Source: an optimization exercise on an open RTL-to-GDS flow (aim: small area, a short achievable clock period and few clock cycles per item). Production flows keep margins and buffers that such runs may drop.
In this exercise RTL edits were held to simulation tests only and were not proved equivalent to the original.

===== flow/config.mk =====
export PLATFORM = sky130hd
export DESIGN_NAME = garner_mixed_radix_digits_unit
export DESIGN_NICKNAME = garner_mixed_radix_digits_unit
export VERILOG_FILES = /design/flow/design.v
export SDC_FILE = /design/flow/constraint.sdc
export NUM_CORES = 4
export LEC_CHECK = 0
export CAP_MARGIN = 20
export CORE_MARGIN = 2
export CORE_UTILIZATION = 40
export SLEW_MARGIN = 20

===== flow/run.sh =====
#!/bin/bash
# synth_recipe.tcl (not shown) runs the flow's synth.tcl, then flattens the netlist and writes it again
# the make line also repeats each setting of config.mk as NAME=value (left out here)
make -C /OpenROAD-flow-scripts/flow DESIGN_CONFIG=/design/flow/config.mk WORK_HOME=/design/flow/orfs CLKGATE_MAP_FILE= SYNTH_SCRIPT=/design/flow/synth_recipe.tcl finish

===== flow/constraint.sdc =====
create_clock -name core_clock -period 10.0 [get_ports {i_clk}]
set_input_delay 2.0000 -clock core_clock [delete_from_list [all_inputs] [get_ports {i_clk}]]
set_output_delay 2.0000 -clock core_clock [all_outputs]
set_load 0.01 [all_outputs]

===== flow/design.v =====
module gmrd_ram #(
    parameter int unsigned WIDTH = 62,
    parameter int unsigned DEPTH = 16
) (
    input  logic              i_clk,
    input  logic              i_we,
    input  logic [WIDTH-1:0]  i_wdata,
    output logic [WIDTH-1:0]  o_head
);
    logic [WIDTH-1:0] r_mem [DEPTH];
    always_ff @(posedge i_clk) begin
        for (int i = 0; i < DEPTH - 1; i++) begin
            r_mem[i] <= r_mem[i+1];
        end
        r_mem[DEPTH-1] <= i_we ? i_wdata : r_mem[0];
    end
    assign o_head = r_mem[0];
endmodule
module gmrd_modunit (
    input  logic          i_clk,
    input  logic [30:0]   i_a,
    input  logic [30:0]   i_b,
    input  logic [30:0]   i_mp,
    input  logic [31:0]   i_mu,
    output logic [32:0]   o_r
);
    logic [61:0] r_x;
    logic [31:0] r_q3;
    logic [32:0] r_xl;
    logic [32:0] r_r;
    logic [63:0] w_q2;
    logic [32:0] w_qm;
    assign w_q2 = r_x[61:30] * i_mu;
    assign w_qm = r_q3 * i_mp;
    always_ff @(posedge i_clk) begin
        r_x  <= i_a * i_b;
        r_q3 <= w_q2[63:32];
        r_xl <= r_x[32:0];
        r_r  <= r_xl - w_qm;
    end
    assign o_r = r_r;
endmodule
module garner_mixed_radix_digits_unit #(
    parameter int unsigned MAX_MODULI = 16
) (
    input  logic          i_clk,
    input  logic          i_rst_n,
    input  logic          i_valid,
    output logic          o_ready,
    input  logic [63:0]   i_data,
    output logic          o_valid,
    input  logic          i_ready,
    output logic [32:0]   o_data
);
    localparam int unsigned W = 31;
    localparam logic [2:0] I_IDLE = 3'd0;
    localparam logic [2:0] I_NORM = 3'd1;
    localparam logic [2:0] I_DIV  = 3'd2;
    localparam logic [2:0] I_RED  = 3'd3;
    localparam logic [2:0] I_GRP  = 3'd4;
    localparam logic [2:0] I_FIN  = 3'd5;
    localparam logic [2:0] I_OUT  = 3'd6;
    localparam logic [2:0] I_OVF  = 3'd7;
    localparam logic [1:0] G_ALIGN = 2'd0;
    localparam logic [1:0] G_EXP   = 2'd1;
    localparam logic [1:0] G_HORN  = 2'd2;
    localparam logic [3:0] P_IDLE    = 4'd0;
    localparam logic [3:0] P_RED     = 4'd1;
    localparam logic [3:0] P_CONV    = 4'd2;
    localparam logic [3:0] P_MUL     = 4'd3;
    localparam logic [3:0] P_SQR     = 4'd4;
    localparam logic [3:0] P_SQRCOPY = 4'd5;
    localparam logic [3:0] P_CONVX   = 4'd6;
    localparam logic [3:0] P_HORN    = 4'd7;
    localparam logic [1:0] WB_NONE = 2'd0;
    localparam logic [1:0] WB_F0   = 2'd1;    
    localparam logic [1:0] WB_F1   = 2'd2;    
    localparam logic [1:0] WB_D    = 2'd3;    
    logic [3:0]    r_ph;           
    logic [1:0]    w_slot;
    logic [2:0]    r_ist;
    logic [4:0]    r_count;        
    logic [4:0]    r_n;            
    logic [31:0]   r_res;
    logic [W-1:0]  r_m;
    logic          r_eos;
    logic [4:0]    r_s;
    logic [W-1:0]  r_mp;
    logic [W-1:0]  r_one;
    logic [W-1:0]  r_e;
    logic [31:0]   r_mu;
    logic [W-1:0]  r_rm;
    logic [W-1:0]  r_dvr;
    logic [5:0]    r_dvt;
    logic          r_dvq32;
    logic [W-1:0]  r_d;            
    logic          r_dpend;
    logic [1:0]    r_gst;
    logic [1:0]    r_g;
    logic [W-1:0]  r_esh;
    logic          r_first;
    logic          r_mdone;
    logic [1:0]    r_hp;
    logic [3:0]    r_pt;           
    logic          r_stp;          
    logic [3:0]    r_sti;
    logic [W-1:0]  r_stm;
    logic [W-1:0]  r_std;
    logic          r_ovalid;
    logic [32:0]   r_out;
    logic [W-1:0]  r_a0, r_b0;
    logic [W-1:0]  r_p0, r_p1, r_p2, r_p3;
    logic [W-1:0]  r_f0, r_f1, r_f2, r_f3;    
    logic [1:0]    r_wb0, r_wb1, r_wb2, r_wb3;
    logic [32:0]   w_r3;
    logic [2*W-1:0] w_head;
    logic [W-1:0]  w_hm, w_hd;
    assign w_slot = r_ph[1:0];
    gmrd_ram #(.WIDTH(2*W), .DEPTH(MAX_MODULI)) u_store (
        .i_clk   (i_clk),
        .i_we    (r_stp && (r_ph == r_sti)),
        .i_wdata ({r_stm, r_std}),
        .o_head  (w_head)
    );
    assign w_hm = w_head[2*W-1:W];
    assign w_hd = w_head[W-1:0];
    gmrd_modunit u_mm (
        .i_clk (i_clk),
        .i_a   (r_a0),
        .i_b   (r_b0),
        .i_mp  (r_mp),
        .i_mu  (r_mu),
        .o_r   (w_r3)
    );
    logic [33:0] w_t1, w_t2;
    logic [W-1:0] w_z;
    logic [W-1:0] w_F0, w_F1;
    logic [W:0]   w_redd;
    logic [W-1:0] w_dnew;
    assign w_t1 = {1'b0, w_r3} - {3'b0, r_mp};
    assign w_t2 = {1'b0, w_r3} - {2'b0, r_mp, 1'b0};
    assign w_z  = !w_t2[33] ? w_t2[W-1:0] : (!w_t1[33] ? w_t1[W-1:0] : w_r3[W-1:0]);
    assign w_F0 = (r_wb3 == WB_F0) ? w_z : r_p3;
    assign w_F1 = (r_wb3 == WB_F0) ? r_p3 : w_z;
    assign w_redd = {1'b0, w_z} - {1'b0, r_p3};
    assign w_dnew = w_redd[W] ? (w_redd[W-1:0] + r_mp) : w_redd[W-1:0];
    logic [W:0]   w_hsub;
    logic [W-1:0] w_hdiff;
    logic [W-1:0] w_shin, w_shout;
    logic         w_raw;
    logic [W-1:0] w_rawv;
    logic [W-1:0] w_b, w_p, w_f;
    logic [1:0]   w_wb;
    logic         w_hact;
    assign w_hsub  = {1'b0, r_d} - {1'b0, w_F1};
    assign w_hdiff = w_hsub[W] ? (w_hsub[W-1:0] + r_mp) : w_hsub[W-1:0];
    assign w_hact  = (r_pt == P_HORN) && (w_slot == r_hp);
    assign w_shout = w_shin >> r_s;
    always_comb begin
        w_shin = r_d;
        w_raw  = 1'b0;
        w_rawv = w_hm;
        w_b    = r_one;
        w_p    = w_F0;
        w_f    = r_f3;
        w_wb   = WB_NONE;
        case (r_pt)
            P_RED: begin
                if (w_slot == 2'd0) begin
                    w_raw  = 1'b1;
                    w_rawv = r_res[W-1:0];
                    w_p    = r_res[31] ? r_rm : '0;
                    w_wb   = WB_D;
                end
            end
            P_CONV: begin
                w_raw  = 1'b1;
                w_rawv = w_hm;
                w_p    = r_one;
                w_f    = w_hd;
                w_wb   = WB_F1;
            end
            P_MUL: begin
                w_shin = w_F0;
                w_b    = w_F1;
                w_p    = w_F1;
                w_wb   = WB_F0;
            end
            P_SQR: begin
                w_shin = w_F1;
                w_b    = w_F1;
                w_p    = w_F0;
                w_wb   = WB_F1;
            end
            P_SQRCOPY: begin
                w_shin = w_F1;
                w_b    = w_F1;
                w_p    = w_F1;
                w_wb   = WB_F1;
            end
            P_CONVX: begin
                w_raw  = 1'b1;
                w_rawv = r_f3;
                w_p    = w_F0;
                w_wb   = WB_F1;
            end
            P_HORN: begin
                if (w_hact) begin
                    w_shin = w_hdiff;
                    w_b    = w_F0;
                    w_p    = '0;
                    w_wb   = WB_D;
                end else begin
                    w_shin = w_F1;
                    w_b    = r_one;
                    w_p    = w_F0;
                    w_wb   = WB_F1;
                end
            end
            default: ;
        endcase
    end
    logic [2:0]    n_ist;
    logic [3:0]    n_pt;
    logic [1:0]    n_gst, n_g, n_hp;
    logic [W-1:0]  n_esh;
    logic          n_first, n_mdone;
    logic [4:0]    w_last;         
    logic [4:0]    w_rem;
    assign w_rem  = r_n - {1'b0, r_g, 2'b00};
    assign w_last = (w_rem > 5'd4) ? 5'd3 : (w_rem - 5'd1);
    always_comb begin
        n_ist   = r_ist;
        n_pt    = r_pt;
        n_gst   = r_gst;
        n_g     = r_g;
        n_hp    = r_hp;
        n_esh   = r_esh;
        n_first = r_first;
        n_mdone = r_mdone;
        if (w_slot == 2'd3) begin
            n_pt = P_IDLE;
            case (r_ist)
                I_RED: begin
                    n_pt  = P_RED;
                    n_g   = 2'd0;
                    n_gst = G_ALIGN;
                    n_ist = (r_n == 5'd0) ? I_FIN : I_GRP;
                end
                I_GRP: begin
                    case (r_gst)
                        G_ALIGN: begin
                            if (!r_stp && (r_ph[3:2] + 2'd1 == r_g)) begin
                                n_pt    = P_CONV;
                                n_gst   = G_EXP;
                                n_esh   = r_e;
                                n_first = 1'b1;
                                n_mdone = 1'b0;
                            end
                        end
                        G_EXP: begin
                            if (r_esh == '0) begin
                                n_pt  = P_CONVX;
                                n_gst = G_HORN;
                                n_hp  = 2'd0;
                            end else if (r_esh[0] && !r_mdone) begin
                                if (r_first && (r_esh != 1)) begin
                                    n_pt    = P_SQRCOPY;
                                    n_esh   = r_esh >> 1;
                                    n_first = 1'b0;
                                end else begin
                                    n_pt    = P_MUL;
                                    n_first = 1'b0;
                                    if (r_esh == 1) begin
                                        n_esh = '0;
                                    end else begin
                                        n_mdone = 1'b1;
                                    end
                                end
                            end else begin
                                n_pt    = P_SQR;
                                n_esh   = r_esh >> 1;
                                n_mdone = 1'b0;
                            end
                        end
                        default: begin   
                            n_pt = P_HORN;
                            n_hp = r_hp + (r_pt == P_HORN ? 2'd1 : 2'd0);
                            if ({3'b0, n_hp} == w_last) begin
                                if (w_rem > 5'd4) begin
                                    n_g   = r_g + 2'd1;
                                    n_gst = G_ALIGN;
                                end else begin
                                    n_ist = I_FIN;
                                end
                            end
                        end
                    endcase
                end
                default: ;
            endcase
        end
    end
    logic [4:0]   w_s;
    always_comb begin
        w_s = 5'd0;
        for (int i = 0; i < W; i++) begin
            if (r_m[i]) w_s = 5'(W - 1 - i);
        end
    end
    logic [W:0]   w_dv2;
    logic [W+1:0] w_dvsub;
    assign w_dv2   = {r_dvr, 1'b0};
    assign w_dvsub = {1'b0, w_dv2} - {2'b0, r_mp};
    assign o_ready = (r_ist == I_IDLE);
    assign o_valid = r_ovalid;
    assign o_data  = r_out;
    logic w_outfree;
    assign w_outfree = !r_ovalid || i_ready;
    always_ff @(posedge i_clk) begin
        r_ph  <= r_ph + 4'd1;
        r_a0  <= w_raw ? w_rawv : w_shout;
        r_b0  <= w_b;
        r_p0  <= w_p;
        r_f0  <= w_f;
        r_p1  <= r_p0;  r_p2 <= r_p1;  r_p3 <= r_p2;
        r_f1  <= r_f0;  r_f2 <= r_f1;  r_f3 <= r_f2;
        r_wb0 <= w_wb;
        r_wb1 <= r_wb0; r_wb2 <= r_wb1; r_wb3 <= r_wb2;
        r_pt    <= n_pt;
        r_gst   <= n_gst;
        r_g     <= n_g;
        r_hp    <= n_hp;
        r_esh   <= n_esh;
        r_first <= n_first;
        r_mdone <= n_mdone;
        r_ist   <= n_ist;
        if (r_wb3 == WB_D) begin
            r_d     <= w_dnew;
            r_dpend <= 1'b0;
        end
        if (w_wb == WB_D) begin
            r_dpend <= 1'b1;
        end
        if (r_ovalid && i_ready) begin
            r_ovalid <= 1'b0;
        end
        if (r_stp && (r_ph == r_sti)) begin
            r_stp <= 1'b0;
        end
        case (r_ist)
            I_IDLE: begin
                if (i_valid) begin
                    r_res <= i_data[63:32];
                    r_m   <= i_data[31:1];
                    r_eos <= i_data[0];
                    r_n   <= r_count;
                    if (r_count >= 5'(MAX_MODULI)) begin
                        r_ist <= I_OVF;
                    end else if (i_data[31:1] == '0) begin
                        r_d     <= '0;
                        r_s     <= 5'd0;
                        r_dpend <= 1'b0;
                        r_ist   <= I_FIN;
                    end else begin
                        r_ist <= I_NORM;
                    end
                end
            end
            I_NORM: begin
                r_s     <= w_s;
                r_mp    <= r_m << w_s;
                r_one   <= (r_m == 31'd1) ? '0 : (31'd1 << w_s);
                r_e     <= (r_m >= 31'd2) ? r_m - 31'd2 : '0;
                r_dvt   <= 6'd0;
                r_ist   <= I_DIV;
            end
            I_DIV: begin
                if (r_dvt == 6'd0) begin
                    r_dvq32 <= (r_mp == 31'h4000_0000);
                    r_dvr   <= (r_mp == 31'h4000_0000) ? '0 : 31'h4000_0000;
                    r_dvt   <= 6'd1;
                end else begin
                    if (!w_dvsub[W+1]) begin
                        r_dvr <= w_dvsub[W-1:0];
                        r_mu  <= {r_mu[30:0], 1'b1};
                    end else begin
                        r_dvr <= w_dv2[W-1:0];
                        r_mu  <= {r_mu[30:0], 1'b0};
                    end
                    if (r_dvt - 6'd1 == {1'b0, r_s}) begin
                        r_rm <= !w_dvsub[W+1] ? w_dvsub[W-1:0] : w_dv2[W-1:0];
                    end
                    r_dvt <= r_dvt + 6'd1;
                    if (r_dvt == 6'd32) begin
                        r_ist <= I_RED;
                    end
                end
            end
            I_RED: begin
                if (r_dvq32) begin
                    r_mu <= 32'hFFFF_FFFF;
                end
            end
            I_FIN: begin
                if (!r_dpend && (w_wb != WB_D) && (r_pt == P_IDLE)) begin
                    r_ist <= I_OUT;
                end
            end
            I_OUT: begin
                if (w_outfree && !r_stp) begin
                    r_out    <= {r_a0, r_eos, 1'b0};
                    r_ovalid <= 1'b1;
                    r_stp    <= 1'b1;
                    r_sti    <= r_n[3:0];
                    r_stm    <= r_m;
                    r_std    <= r_a0;
                    r_count  <= r_eos ? 5'd0 : r_n + 5'd1;
                    r_ist    <= I_IDLE;
                end
            end
            I_OVF: begin
                if (w_outfree) begin
                    r_out    <= {{W{1'b0}}, r_eos, 1'b1};
                    r_ovalid <= 1'b1;
                    if (r_eos) begin
                        r_count <= 5'd0;
                    end
                    r_ist <= I_IDLE;
                end
            end
            default: ;
        endcase
        if (!i_rst_n) begin
            r_ph     <= 4'd0;
            r_ist    <= I_IDLE;
            r_pt     <= P_IDLE;
            r_count  <= 5'd0;
            r_ovalid <= 1'b0;
            r_stp    <= 1'b0;
            r_dpend  <= 1'b0;
            r_wb0    <= WB_NONE;
            r_wb1    <= WB_NONE;
            r_wb2    <= WB_NONE;
            r_wb3    <= WB_NONE;
        end
    end
endmodule

==> results of run 1 <==
==> final timing paths <==
path,endpoint,start,slack (ps),cells after the start
worst max-delay path,u_mm.r_x[52]$_DFF_P_,r_a0[1]$_DFF_P_,460,34
worst min-delay path,r_f3[8]$_DFF_P_,r_f2[8]$_DFF_P_,240,0
worst max register to register,u_mm.r_x[52]$_DFF_P_,r_a0[1]$_DFF_P_,460,34
worst min register to register,r_f3[8]$_DFF_P_,r_f2[8]$_DFF_P_,240,0
==> cell families (layout without fill, tap and decap cells) <==
family          after synthesis  after routing  synth area share (%)
buf+inv                    3188           3649                  8.21
xor+xnor                    373            373                  2.24
fa+ha+maj                  3083           3083                  37.8
flops                      1925           1925                  29.2
compound gates             1557           1557                  7.20
other cells                   1             22               0.00257
mux                         258            258                  2.04
simple gates               4213           4213                  13.4
==> synth_stat cells (all sizes together), types with 25 or more instances <==
master / count
o21a: 61
o211ai: 46
a221oi: 38
nor4: 46
buf: 28
o31ai: 39
mux2: 111
mux2i: 127
or2: 29
and3: 44
a21oi: 396
edfxtp: 406
fa: 2214
xnor2: 268
nand2: 2122
or3: 41
o21ai: 316
nand4: 32
nor3: 127
o22ai: 50
o221ai: 25
a31oi: 51
o21bai: 49
nor2b: 47
a211oi: 94
dfxtp: 1519
xor2: 105
and2: 976
clkbuf: 667
a21o: 98
a21boi: 30
nand2b: 77
nor2: 522
ha: 864
nand3: 108
inv: 2489
==> per-stage QoR <==
stage / util [%] / worst slack (ps)
2_1_floorplan: - / 921
3_3_place_gp: 43.0 / 81.2
3_5_place_dp: 43.0 / 21.0
4_1_cts: 44.9 / 83.5
5_1_grt: 44.9 / 7.03
6_report: 44.9 / 460
==> cell type report <==
type	count	area, sq um
Antenna cell	21	52.6
Fill cell	34500	200000
Multi-Input combinational cell	9485	91700
Clock buffer	277	5730
Sequential cell	1925	42700
Clock inverter	80	905
Timing Repair Buffer	799	6730
Tap cell	4794	6000
Inverter	2493	9360
==> critical path: cells and delay by family (launching register included) <==
| family | cells | cell delay [ps] |
|---|---|---|
| adder cells (fa/ha/maj) | 9 | 3470 |
| AO/OA/AOI/OAI | 13 | 3070 |
| buffers and inverters | 7 | 670 |
| XOR/XNOR | 1 | 330 |
| AND/OR/NAND/NOR | 4 | 880 |
| flip-flops | 1 | 900 |
==> state kept, by name, summed over array words and instances, names as in the netlist, 32 cells and up <==
signal / flops
u_mm.r_r: 33
u_mm.r_xl: 33
r_res: 32
r_mu: 32
u_store.r_mem: 992
r_out: 33
u_mm.r_q3: 32
u_mm.r_x: 62
==> cells in the final DEF, fill, tap and decap left out, types with 33 or more instances in the layout <==
cell type / count
mux2_2: 110
ha_1: 864
nand3_1: 107
a21oi_1: 387
o31ai_1: 36
o21bai_1: 49
clkbuf_8: 33
a31oi_1: 51
and2_1: 974
nand2b_1: 76
clkdlybuf4s50_1: 102
or3_1: 40
nor2b_1: 45
fa_1: 2214
buf_4: 656
nor2_1: 517
buf_12: 35
o22ai_1: 50
inv_1: 2486
and3_1: 44
dfxtp_1: 1483
edfxtp_1: 406
nor4_1: 43
o211ai_1: 46
o21ai_0: 295
o21a_1: 61
xor2_1: 105
nor3_1: 125
clkbuf_1: 39
mux2i_1: 127
clkbuf_16: 205
a211oi_1: 90
nand2_1: 2117
a21o_1: 97
a221oi_1: 34
xnor2_1: 267
==> routing by layer <==
metal	up-vias	track usage, %
li1	46200	-
met1	52900	33.1
met2	3441	39.5
met3	781	4.14
met4	14	9.44
met5	-	0
==> what timing repair did <==
item,CTS,global route
setup buffers,2,6
hold buffers,0,0
gates cloned,0,0
resized for setup,4,25
hold endpoints to repair,0,0
pin swaps,0,3
endpoints found under the setup margin,2,22
==> out/summary.txt, run 1 <==
Status: no timing/DRC/antenna violations
Syn Std Cell Area: 0.146 sq mm
Layout Cells excl Fill: 19900
Register area share after synthesis: 29.2%
Antenna Nets Post-Route: 0
Worst setup EP type: register
Initial antenna violation count: 60
Final setup viols: 0
Max Freq: 105 MHz
Mapped Cells: 14600
Setup tns final: 0 ps
Layout cells sized above 1: 8.65%
Vias in the first global route: 106000
Worst-Skew Late Latency: 930 ps
Ys flop type: dfxtp_1
Critical path arrival: 10250 ps
Cells after DPL: 19500
DRT Wirelength: 454 mm
TritonCTS clock tree: done
Die ar.: 0.370 sq mm
Top Metal Used: met5
Clock Tree Buf Depth: 4
Maxcap violations: 0
WHS: 240 ps
Die height: 608 um
Cell Area, Placed: 0.156 sq mm
Core area: 0.363 sq mm
Routability cong.: 0.972
Final Critical Period: 9540 ps
Asr flop ratio synth: 0%
Hold Violations, Final: 0
Worst-margin pin slew: 1170 ps
Yosys cell types: 114
WP data required: 10710 ps
Vias per cell: 5.19
Critical path startpoint category: register
Max FO, Critical Path: 20
Clock tree sinks: 1925
Crit-path slowest cell: dfxtp_2
Worst stage delay on the critical path: 900 ps
CTS root buf: clkbuf_16
Number of synthesized flops with an enable pin: 406
Gr usage total: 24.5%
Net count, final: 18000
Area leader, netlist: fa_1
Port buffer count: 102
Top cells by area, synth: fa_1, dfxtp_1, edfxtp_1
Synth warn: 4
Clock Skew: 129 ps
Slew headroom: 21.4%
Worst min path class: register to register
Share of the synthesized area in the top cell type: 30.3%
Total number of vias: 103000
DPL Wire Length: 364 mm
CTS buffer count: 195
Critical setup path kind: register to register
Wl on met1: 194 mm
Routed len/inst: 22.8 um
H-tree levels: 4
Initial drt markers: 8920
First-pass GRT wire length: 682 mm
Slew Viols, Final: 0
Syn nets: 17700
Clk pin slew, worst setup/hold paths: 60 ps
Met3 WL: 33.4 mm
Row cnt: 221
Syn Area/Cell: 10.0 sq um
Unrepaired setup endpoints after global routing: false
Met2 wire length: 206 mm
Initial Util: 40.2%
Most common cell on crit path: fa_1
Largest net degree at the start of global routing: 64
Synth Register Bits: 1925
Area Overhead vs Synth: 11.7%
Grt total ovfl: 0
Pre-antenna DRT Iters: 8
DIE WIDTH: 608 um
Period utilisation layout: 95.4%
Residual DRC: 0
IO Count: 103
Design Area, Final: 0.163 sq mm
Testbench counts, summed over its fixed seeds: cycles 91,112, items 239.
==> run 2, diff against run 1 <==
--- a/flow/design.v
+++ b/flow/design.v
@@ -61,9 +61,14 @@
     localparam logic [2:0] I_FIN  = 3'd5;
     localparam logic [2:0] I_OUT  = 3'd6;
     localparam logic [2:0] I_OVF  = 3'd7;
-    localparam logic [1:0] G_ALIGN = 2'd0;
-    localparam logic [1:0] G_EXP   = 2'd1;
-    localparam logic [1:0] G_HORN  = 2'd2;
+    localparam logic [2:0] G_ALIGN = 3'd0;
+    localparam logic [2:0] G_EXP   = 3'd1;
+    localparam logic [2:0] G_HORN  = 3'd2;
+    localparam logic [2:0] F_ALIGN = 3'd3;
+    localparam logic [2:0] F_CHAIN = 3'd4;
+    localparam logic [2:0] F_TERM  = 3'd5;
+    localparam logic [2:0] F_INIT  = 3'd6;
+    localparam logic [2:0] F_EXP   = 3'd7;
     localparam logic [3:0] P_IDLE    = 4'd0;
     localparam logic [3:0] P_RED     = 4'd1;
     localparam logic [3:0] P_CONV    = 4'd2;
@@ -72,10 +77,20 @@
     localparam logic [3:0] P_SQRCOPY = 4'd5;
     localparam logic [3:0] P_CONVX   = 4'd6;
     localparam logic [3:0] P_HORN    = 4'd7;
-    localparam logic [1:0] WB_NONE = 2'd0;
-    localparam logic [1:0] WB_F0   = 2'd1;    
-    localparam logic [1:0] WB_F1   = 2'd2;    
-    localparam logic [1:0] WB_D    = 2'd3;    
+    localparam logic [3:0] P_FLOAD   = 4'd8;
+    localparam logic [3:0] P_FCHAIN  = 4'd9;
+    localparam logic [3:0] P_FTERM   = 4'd10;
+    localparam logic [3:0] P_EINIT   = 4'd11;
+    localparam logic [3:0] P_ESQR    = 4'd12;
+    localparam logic [3:0] P_EMUL    = 4'd13;
+    localparam logic [3:0] P_FINAL   = 4'd14;
+    localparam logic [2:0] WB_NONE = 3'd0;    
+    localparam logic [2:0] WB_F0   = 3'd1;    
+    localparam logic [2:0] WB_F1   = 3'd2;    
+    localparam logic [2:0] WB_BOTH = 3'd3;    
+    localparam logic [2:0] WB_D    = 3'd4;    
+    localparam logic [2:0] WB_S    = 3'd5;    
+    localparam logic [2:0] WB_P    = 3'd6;    
     logic [3:0]    r_ph;           
     logic [1:0]    w_slot;
     logic [2:0]    r_ist;
@@ -84,9 +99,12 @@
     logic [31:0]   r_res;
     logic [W-1:0]  r_m;
     logic          r_eos;
+    logic          r_slow;
     logic [4:0]    r_s;
+    logic [4:0]    r_t;            
     logic [W-1:0]  r_mp;
     logic [W-1:0]  r_one;
+    logic [W-1:0]  r_mone;         
     logic [W-1:0]  r_e;
     logic [31:0]   r_mu;
     logic [W-1:0]  r_rm;
@@ -94,13 +112,16 @@
     logic [5:0]    r_dvt;
     logic          r_dvq32;
     logic [W-1:0]  r_d;            
+    logic [W-1:0]  r_pp;           
     logic          r_dpend;
-    logic [1:0]    r_gst;
+    logic [3:1]    r_ok;           
+    logic [2:0]    r_gst;
     logic [1:0]    r_g;
     logic [W-1:0]  r_esh;
     logic          r_first;
     logic          r_mdone;
     logic [1:0]    r_hp;
+    logic [4:0]    r_pos;
     logic [3:0]    r_pt;           
     logic          r_stp;          
     logic [3:0]    r_sti;
@@ -111,7 +132,7 @@
     logic [W-1:0]  r_a0, r_b0;
     logic [W-1:0]  r_p0, r_p1, r_p2, r_p3;
     logic [W-1:0]  r_f0, r_f1, r_f2, r_f3;    
-    logic [1:0]    r_wb0, r_wb1, r_wb2, r_wb3;
+    logic [2:0]    r_wb0, r_wb1, r_wb2, r_wb3;
     logic [32:0]   w_r3;
     logic [2*W-1:0] w_head;
     logic [W-1:0]  w_hm, w_hd;
@@ -135,14 +156,17 @@
     logic [33:0] w_t1, w_t2;
     logic [W-1:0] w_z;
     logic [W-1:0] w_F0, w_F1;
+    logic [W-1:0] w_sx, w_sy;
     logic [W:0]   w_redd;
     logic [W-1:0] w_dnew;
     assign w_t1 = {1'b0, w_r3} - {3'b0, r_mp};
     assign w_t2 = {1'b0, w_r3} - {2'b0, r_mp, 1'b0};
     assign w_z  = !w_t2[33] ? w_t2[W-1:0] : (!w_t1[33] ? w_t1[W-1:0] : w_r3[W-1:0]);
-    assign w_F0 = (r_wb3 == WB_F0) ? w_z : r_p3;
-    assign w_F1 = (r_wb3 == WB_F0) ? r_p3 : w_z;
-    assign w_redd = {1'b0, w_z} - {1'b0, r_p3};
+    assign w_F0 = (r_wb3 == WB_F0 || r_wb3 == WB_BOTH) ? w_z : r_p3;
+    assign w_F1 = (r_wb3 == WB_F1 || r_wb3 == WB_BOTH) ? w_z : r_p3;
+    assign w_sx   = (r_wb3 == WB_S) ? r_d : w_z;
+    assign w_sy   = (r_wb3 == WB_S) ? w_z : r_p3;
+    assign w_redd = {1'b0, w_sx} - {1'b0, w_sy};
     assign w_dnew = w_redd[W] ? (w_redd[W-1:0] + r_mp) : w_redd[W-1:0];
     logic [W:0]   w_hsub;
     logic [W-1:0] w_hdiff;
@@ -150,12 +174,22 @@
     logic         w_raw;
     logic [W-1:0] w_rawv;
     logic [W-1:0] w_b, w_p, w_f;
-    logic [1:0]   w_wb;
+    logic [2:0]   w_wb;
     logic         w_hact;
+    logic [4:0]   w_last;          
+    logic [4:0]   w_rem;
+    logic         w_e0b, w_e1b, w_ebit;
+    logic         w_e0top;
+    assign w_rem  = r_n - {1'b0, r_g, 2'b00};
+    assign w_last = (w_rem > 5'd4) ? 5'd3 : (w_rem - 5'd1);
     assign w_hsub  = {1'b0, r_d} - {1'b0, w_F1};
     assign w_hdiff = w_hsub[W] ? (w_hsub[W-1:0] + r_mp) : w_hsub[W-1:0];
-    assign w_hact  = (r_pt == P_HORN) && (w_slot == r_hp);
+    assign w_hact  = (w_slot == r_hp);
     assign w_shout = w_shin >> r_s;
+    assign w_e0b   = r_e[r_pos];
+    assign w_e1b   = (r_pos != 5'd0) && r_m[r_pos];
+    assign w_ebit  = w_e0b || w_e1b;
+    assign w_e0top = r_e[5'd30 - r_s];
     always_comb begin
         w_shin = r_d;
         w_raw  = 1'b0;
@@ -217,18 +251,78 @@
                     w_wb   = WB_F1;
                 end
             end
+            P_FLOAD: begin
+                w_raw  = 1'b1;
+                w_rawv = r_f3;
+                w_b    = w_F1;
+                w_p    = w_hm;
+                w_f    = w_hd;
+                w_wb   = (r_g != 2'd0) ? WB_S : WB_NONE;
+            end
+            P_FCHAIN: begin
+                if (w_hact) begin
+                    w_raw  = 1'b1;
+                    w_rawv = w_F1;
+                    w_b    = r_pp;
+                    w_p    = r_pp;
+                    w_wb   = WB_P;
+                end else begin
+                    w_p    = w_F1;
+                    w_wb   = WB_NONE;
+                end
+            end
+            P_FTERM: begin
+                w_raw  = 1'b1;
+                w_rawv = r_f3;
+                w_b    = w_F1;
+                w_wb   = ({3'b0, w_slot} <= w_last) ? WB_S : WB_NONE;
+            end
+            P_EINIT: begin
+                if (w_slot == 2'd0) begin
+                    w_shin = r_pp;
+                    w_p    = r_one;
+                    w_wb   = w_e0top ? WB_BOTH : WB_F1;
+                end else begin
+                    w_raw  = 1'b1;
+                    w_rawv = (w_slot == 2'd1) ? 31'd2 : ((w_slot == 2'd2) ? 31'd7 : 31'd61);
+                    w_wb   = WB_BOTH;
+                end
+            end
+            P_ESQR: begin
+                w_shin = w_F0;
+                w_b    = w_F0;
+                w_p    = w_F1;
+                w_wb   = WB_F0;
+            end
+            P_EMUL: begin
+                w_shin = w_F0;
+                w_b    = ((w_slot == 2'd0) ? w_e0b : w_e1b) ? w_F1 : r_one;
+                w_p    = w_F1;
+                w_wb   = WB_F0;
+            end
+            P_FINAL: begin
+                if (w_slot == 2'd0) begin
+                    w_shin = r_d;
+                    w_b    = w_F0;
+                    w_p    = '0;
+                    w_wb   = WB_D;
+                end
+            end
             default: ;
         endcase
     end
     logic [2:0]    n_ist;
     logic [3:0]    n_pt;
-    logic [1:0]    n_gst, n_g, n_hp;
+    logic [2:0]    n_gst;
+    logic [1:0]    n_g, n_hp;
     logic [W-1:0]  n_esh;
     logic          n_first, n_mdone;
-    logic [4:0]    w_last;         
-    logic [4:0]    w_rem;
-    assign w_rem  = r_n - {1'b0, r_g, 2'b00};
-    assign w_last = (w_rem > 5'd4) ? 5'd3 : (w_rem - 5'd1);
+    logic [4:0]    n_pos;
+    logic          n_slow;
+    logic          w_fast;
+    logic          w_aligned;
+    assign w_fast    = !r_slow && (r_n >= 5'd5) && r_m[0] && (r_m != 31'd1);
+    assign w_aligned = !r_stp && (r_ph[3:2] + 2'd1 == r_g);
     always_comb begin
         n_ist   = r_ist;
         n_pt    = r_pt;
@@ -238,19 +332,21 @@
         n_esh   = r_esh;
         n_first = r_first;
         n_mdone = r_mdone;
+        n_pos   = r_pos;
+        n_slow  = r_slow;
         if (w_slot == 2'd3) begin
             n_pt = P_IDLE;
             case (r_ist)
                 I_RED: begin
                     n_pt  = P_RED;
                     n_g   = 2'd0;
-                    n_gst = G_ALIGN;
+                    n_gst = w_fast ? F_ALIGN : G_ALIGN;
                     n_ist = (r_n == 5'd0) ? I_FIN : I_GRP;
                 end
                 I_GRP: begin
                     case (r_gst)
                         G_ALIGN: begin
-                            if (!r_stp && (r_ph[3:2] + 2'd1 == r_g)) begin
+                            if (w_aligned) begin
                                 n_pt    = P_CONV;
                                 n_gst   = G_EXP;
                                 n_esh   = r_e;
@@ -283,7 +379,7 @@
                                 n_mdone = 1'b0;
                             end
                         end
-                        default: begin   
+                        G_HORN: begin
                             n_pt = P_HORN;
                             n_hp = r_hp + (r_pt == P_HORN ? 2'd1 : 2'd0);
                             if ({3'b0, n_hp} == w_last) begin
@@ -295,18 +391,66 @@
                                 end
                             end
                         end
+                        F_ALIGN: begin
+                            if (w_aligned) begin
+                                n_pt  = P_FLOAD;
+                                n_gst = F_CHAIN;
+                                n_hp  = 2'd0;
+                            end
+                        end
+                        F_CHAIN: begin
+                            n_pt = P_FCHAIN;
+                            n_hp = r_hp + (r_pt == P_FCHAIN ? 2'd1 : 2'd0);
+                            if ({3'b0, n_hp} == w_last) begin
+                                if (w_rem > 5'd4) begin
+                                    n_g   = r_g + 2'd1;
+                                    n_gst = F_ALIGN;
+                                end else begin
+                                    n_gst = F_TERM;
+                                end
+                            end
+                        end
+                        F_TERM: begin
+                            n_pt  = P_FTERM;
+                            n_gst = F_INIT;
+                        end
+                        F_INIT: begin
+                            n_pt  = P_EINIT;
+                            n_gst = F_EXP;
+                        end
+                        default: begin   
+                            if (r_pt == P_EINIT) begin
+                                n_pt  = P_ESQR;
+                                n_pos = 5'd29 - r_s;
+                            end else if (r_pt == P_ESQR && w_ebit) begin
+                                n_pt  = P_EMUL;
+                            end else if (r_pos != 5'd0) begin
+                                n_pt  = P_ESQR;
+                                n_pos = r_pos - 5'd1;
+                            end else if ((r_ok == 3'b111) && (r_pp != '0)) begin
+                                n_pt  = P_FINAL;
+                                n_ist = I_FIN;
+                            end else begin
+                                n_slow = 1'b1;
+                                n_ist  = I_RED;
+                            end
+                        end
                     endcase
                 end
                 default: ;
             endcase
         end
     end
-    logic [4:0]   w_s;
+    logic [4:0]   w_s, w_t;
     always_comb begin
         w_s = 5'd0;
         for (int i = 0; i < W; i++) begin
             if (r_m[i]) w_s = 5'(W - 1 - i);
         end
+        w_t = 5'd0;
+        for (int i = W - 1; i >= 1; i--) begin
+            if (r_m[i]) w_t = 5'(i);
+        end
     end
     logic [W:0]   w_dv2;
     logic [W+1:0] w_dvsub;
@@ -334,14 +478,26 @@
         r_esh   <= n_esh;
         r_first <= n_first;
         r_mdone <= n_mdone;
+        r_pos   <= n_pos;
+        r_slow  <= n_slow;
         r_ist   <= n_ist;
+        if (r_wb3 == WB_D || r_wb3 == WB_S) begin
+            r_d <= w_dnew;
+        end
         if (r_wb3 == WB_D) begin
-            r_d     <= w_dnew;
             r_dpend <= 1'b0;
         end
         if (w_wb == WB_D) begin
             r_dpend <= 1'b1;
         end
+        if (r_wb3 == WB_P) begin
+            r_pp <= w_z;
+        end
+        if (r_pt == P_ESQR && w_slot != 2'd0 && r_pos < r_t) begin
+            if ((w_F0 == r_mone) || ((r_pos + 5'd1 == r_t) && (w_F0 == r_one))) begin
+                r_ok[w_slot] <= 1'b1;
+            end
+        end
         if (r_ovalid && i_ready) begin
             r_ovalid <= 1'b0;
         end
@@ -351,10 +507,11 @@
         case (r_ist)
             I_IDLE: begin
                 if (i_valid) begin
-                    r_res <= i_data[63:32];
-                    r_m   <= i_data[31:1];
-                    r_eos <= i_data[0];
-                    r_n   <= r_count;
+                    r_res  <= i_data[63:32];
+                    r_m    <= i_data[31:1];
+                    r_eos  <= i_data[0];
+                    r_n    <= r_count;
+                    r_slow <= 1'b0;
                     if (r_count >= 5'(MAX_MODULI)) begin
                         r_ist <= I_OVF;
                     end else if (i_data[31:1] == '0) begin
@@ -369,8 +526,10 @@
             end
             I_NORM: begin
                 r_s     <= w_s;
+                r_t     <= w_t;
                 r_mp    <= r_m << w_s;
                 r_one   <= (r_m == 31'd1) ? '0 : (31'd1 << w_s);
+                r_mone  <= (r_m - 31'd1) << w_s;
                 r_e     <= (r_m >= 31'd2) ? r_m - 31'd2 : '0;
                 r_dvt   <= 6'd0;
                 r_ist   <= I_DIV;
@@ -401,6 +560,8 @@
                 if (r_dvq32) begin
                     r_mu <= 32'hFFFF_FFFF;
                 end
+                r_pp <= r_one;
+                r_ok <= 3'b000;
             end
             I_FIN: begin
                 if (!r_dpend && (w_wb != WB_D) && (r_pt == P_IDLE)) begin
==> run 2 against run 1 <==
Still clean. Clock skew is 14 ps lower. Global-route usage is 9.2 points higher. First-iteration DRC count is 37% higher. Setup slack worse by 150 ps. Synthesized area is 9.1% higher. Cell count is 14% higher. Cell area is 12% higher. Critical path type unchanged. Critical endpoint is now r_a0[17]$_DFF_P_.
==> out/summary.txt, run 2 <==
Status: no timing/DRC/antenna violations
Grt peak-use layer: met2
Largest registers: u_store.r_mem (992), u_mm.r_x (62)
Most numerous cell in the Yosys netlist: inv_1
Syn Std Cell Area: 0.159 sq mm (+9.1%)
Die ar.: 0.403 sq mm (+9.0%)
Met3 usage: 6.33% (+2.2 points)
Die height: 635 um (+4.4%)
Clock Skew: 115 ps (-13.6 ps)
Dpl ws: -28.9 ps (-49.9 ps)
Initial antenna violation count: 113 (+88%)
DIE WIDTH: 635 um (+4.4%)
Layout cells sized above 1: 12.0% (+3.4 points)
Total number of vias: 126000 (+22%)
WP data required: 10880 ps (+170 ps)
Final setup viols: 0 (unchanged)
TritonCTS clock tree: done
Synth warn: 4 (unchanged)
Critical path arrival: 10580 ps (+330 ps)
Most common cell after layout, fill and taps aside: inv_1
Top cells by area, synth: fa_1, dfxtp_1, edfxtp_1
CP bufs+invs: 13 (+6)
Period utilisation layout: 96.9% (+1.5 points)
Residual DRC: 0 (unchanged)
Vias per cell: 5.54 (+6.6%)
GRT met2 Usage: 52.1% (+13 points)
Most common cell on crit path: buf_4
Clock tree sinks: 2007 (+4.3%)
Mapped Cells: 16400 (+12%)
Clock Tree Buf Depth: 4 (unchanged)
Share of the synthesized area in the top cell type: 27.8% (-2.5 points)
Critical path startpoint category: register
Final Critical Period: 9690 ps (+155 ps)
Worst setup EP type: register
First-pass GRT wire length: 968 mm (+42%)
Worst min path class: register to register
Pre-antenna DRT Iters: 10 (+2)
Routability cong.: 1.11 (+15%)
Largest net degree at the start of global routing: 63 (-1.6%)
Met1 Usage GRT: 42.1% (+9.0 points)
Grt total ovfl: 0 (unchanged)
Most frequent cells in the layout: inv_1, nand2_1, fa_1, dfxtp_1, buf_4
Worst-Skew Late Latency: 990 ps (+60 ps)
Gr usage total: 33.8% (+9.2 points)
DPL Wire Length: 551 mm (+51%)
CTS buffer count: 219 (+12%)
Net count, final: 20300 (+13%)
Unrepaired setup endpoints after global routing: false
Reg with most FFs: u_store.r_mem
Row cnt: 231 (+4.5%)
Worst-margin pin slew: 1430 ps (+255 ps)
Port buffer count: 102 (unchanged)
Register area share after synthesis: 28.2% (-0.94 points)
Fillers: 37800 (+9.6%)
Slew Viols, Final: 0 (unchanged)
Maxcap violations: 0 (unchanged)
Max Freq: 103 MHz (-1.6%)
Asr flop ratio synth: 0% (unchanged)
Top delay family on crit path: compound AO/OA/AOI/OAI gates
Max FO, Critical Path: 18 (-10%)
Core area: 0.396 sq mm (+9.1%)
Syn Area/Cell: 9.72 sq um (-2.9%)
Ys flop type: dfxtp_1
Synth top cells by count: inv_1, nand2_1, fa_1
Synth Register Bits: 2007 (+4.3%)
Clk pin slew, worst setup/hold paths: 80 ps (+20 ps)
Post-CTS Hold Fix Bufs: 0 (unchanged)
Setup WS post-layout: 305 ps (-155 ps)
IO Count: 103 (unchanged)
Routed len/inst: 30.3 um (+33%)
DRT Wirelength: 687 mm (+52%)
Worst stage delay on the critical path: 450 ps (-450 ps)
Area Overhead vs Synth: 14.4%
Antenna Nets Post-Route: 0 (unchanged)
Slew headroom: 3.98% (-17 points)
Buffer count from post-CTS setup fixing: 0 (-2)
Number of flip-flops in the largest register: 992 (unchanged)
Initial Util: 40.2% (about the same)
CTS root buf: clkbuf_16
H-tree levels: 4 (unchanged)
Critical setup path kind: register to register
Setup tns final: 0 ps (unchanged)
Syn nets: 19600 (+10%)
Vias in the first global route: 127000 (+20%)
Hold Violations, Final: 0 (unchanged)
Initial drt markers: 12200 (+37%)
Area leader, netlist: fa_1
Yosys cell types: 115 (+0.88%)
Number of synthesized flops with an enable pin: 479 (+18%)
Crit-path slowest cell: o41a_1
==> run 2: changes by cell type after synthesis, moves of 38 or more <==
cell	change
nand3_1	+45
xor2_1	+71
a21o_1	+80
clkbuf_1	+136
nand2_1	+130
nor2_1	+203
buf_1	+38
a221o_1	+41
edfxtp_1	+73
mux2i_1	+72
xnor2_1	+67
o21ai_0	+180
a21oi_1	+224
==> run 2: through the flow <==
stage | instance area [sq um] | std cells | hold WS (ps) | utilization, %
floorplan | 159000 | 16400 | 310 | -
global placement | 174000 | 22200 | 309 | 44.0
detailed placement | 174000 | 22200 | 312 | 44.0
CTS | 182000 | 22600 | 273 | 45.9
global route | 182000 | 22700 | 274 | 46.0
finish | 182000 | 22700 | 274 | 46.0
==> run 2: final timing paths <==
kind / startpoint / endpoint / slack, ps / cells after the start
worst max-delay path: r_mp[6]$_SDFFCE_PP0P_ / r_a0[17]$_DFF_P_ / 310 / 43
worst min-delay path: u_store.r_mem[13][18]$_DFF_P_ / u_store.r_mem[12][18]$_DFF_P_ / 270 / 0
worst max register to register: r_mp[6]$_SDFFCE_PP0P_ / r_a0[17]$_DFF_P_ / 310 / 43
worst min register to register: u_store.r_mem[13][18]$_DFF_P_ / u_store.r_mem[12][18]$_DFF_P_ / 270 / 0
==> run 2: timing repair <==
action | 4_1_cts | 5_1_grt
resized for setup | 1 | 18
setup endpoints to repair | 7 | 32
gates cloned | 0 | 0
==> run 2: final cells by class <==
class	instances	area, sq um	share of cell area [%]
timing repair buffer	1426	11300	6.21
inverter	2487	9340	5.12
clock buffer	281	6060	3.33
antenna	107	268	0.147
multi-input combinational	11000	102000	56.1
tap	5242	6560	3.60
clock inverter	129	1430	0.783
sequential	2007	45000	24.7
==> run 2: cell families after synthesis <==
group | synth area share [%]
AO/OA/AOI/OAI | 9.95
multiplexers | 2.68
other | 0.00235
AND/OR/NAND/NOR | 13.6
flip-flops | 28.2
buffers and inverters | 7.95
adder cells (fa/ha/maj) | 34.8
XOR/XNOR | 2.80
==> run 2: routing by layer <==
metal,up-vias,wire (um),share of wire [%]
met1,64100,269000,39
met5,-,188,0.027
li1,54200,-,-
met4,30,63300,9.2
met3,1583,53300,7.8
met2,5862,302000,44
Testbench counts of run 2, summed over its fixed seeds: cycles 54,961, items 239.

## afterwards: timing with drivers on the ports
How much do the figures lean on ideal ports? The routed layouts below were timed once more, with nothing changed but the port constraints. Step 1 (the two cells are an assumption about what drives the block):
set clk [get_ports {i_clk}]
set_driving_cell -lib_cell sky130_fd_sc_hd__clkbuf_16 $clk
set_driving_cell -lib_cell sky130_fd_sc_hd__buf_2 [delete_from_list [all_inputs] $clk]
Step 2 times the ports against the registers' clock, not the clock port: input delays grow and output delays shrink by t, the midpoint of the rising clock arrivals with the driver on. a / b / c = ideal / step 1 / step 2; a / b = the first two.
run	t, ns	setup slack, ns	hold slack, ns
run 1	0.966	0.460 / 0.460 / 0.460	0.240 / 0.240 / 0.240
run 2	1.042	0.305 / 0.305 / 0.305	0.274 / 0.274 / 0.274
After both steps setup and hold are still met in every run listed.
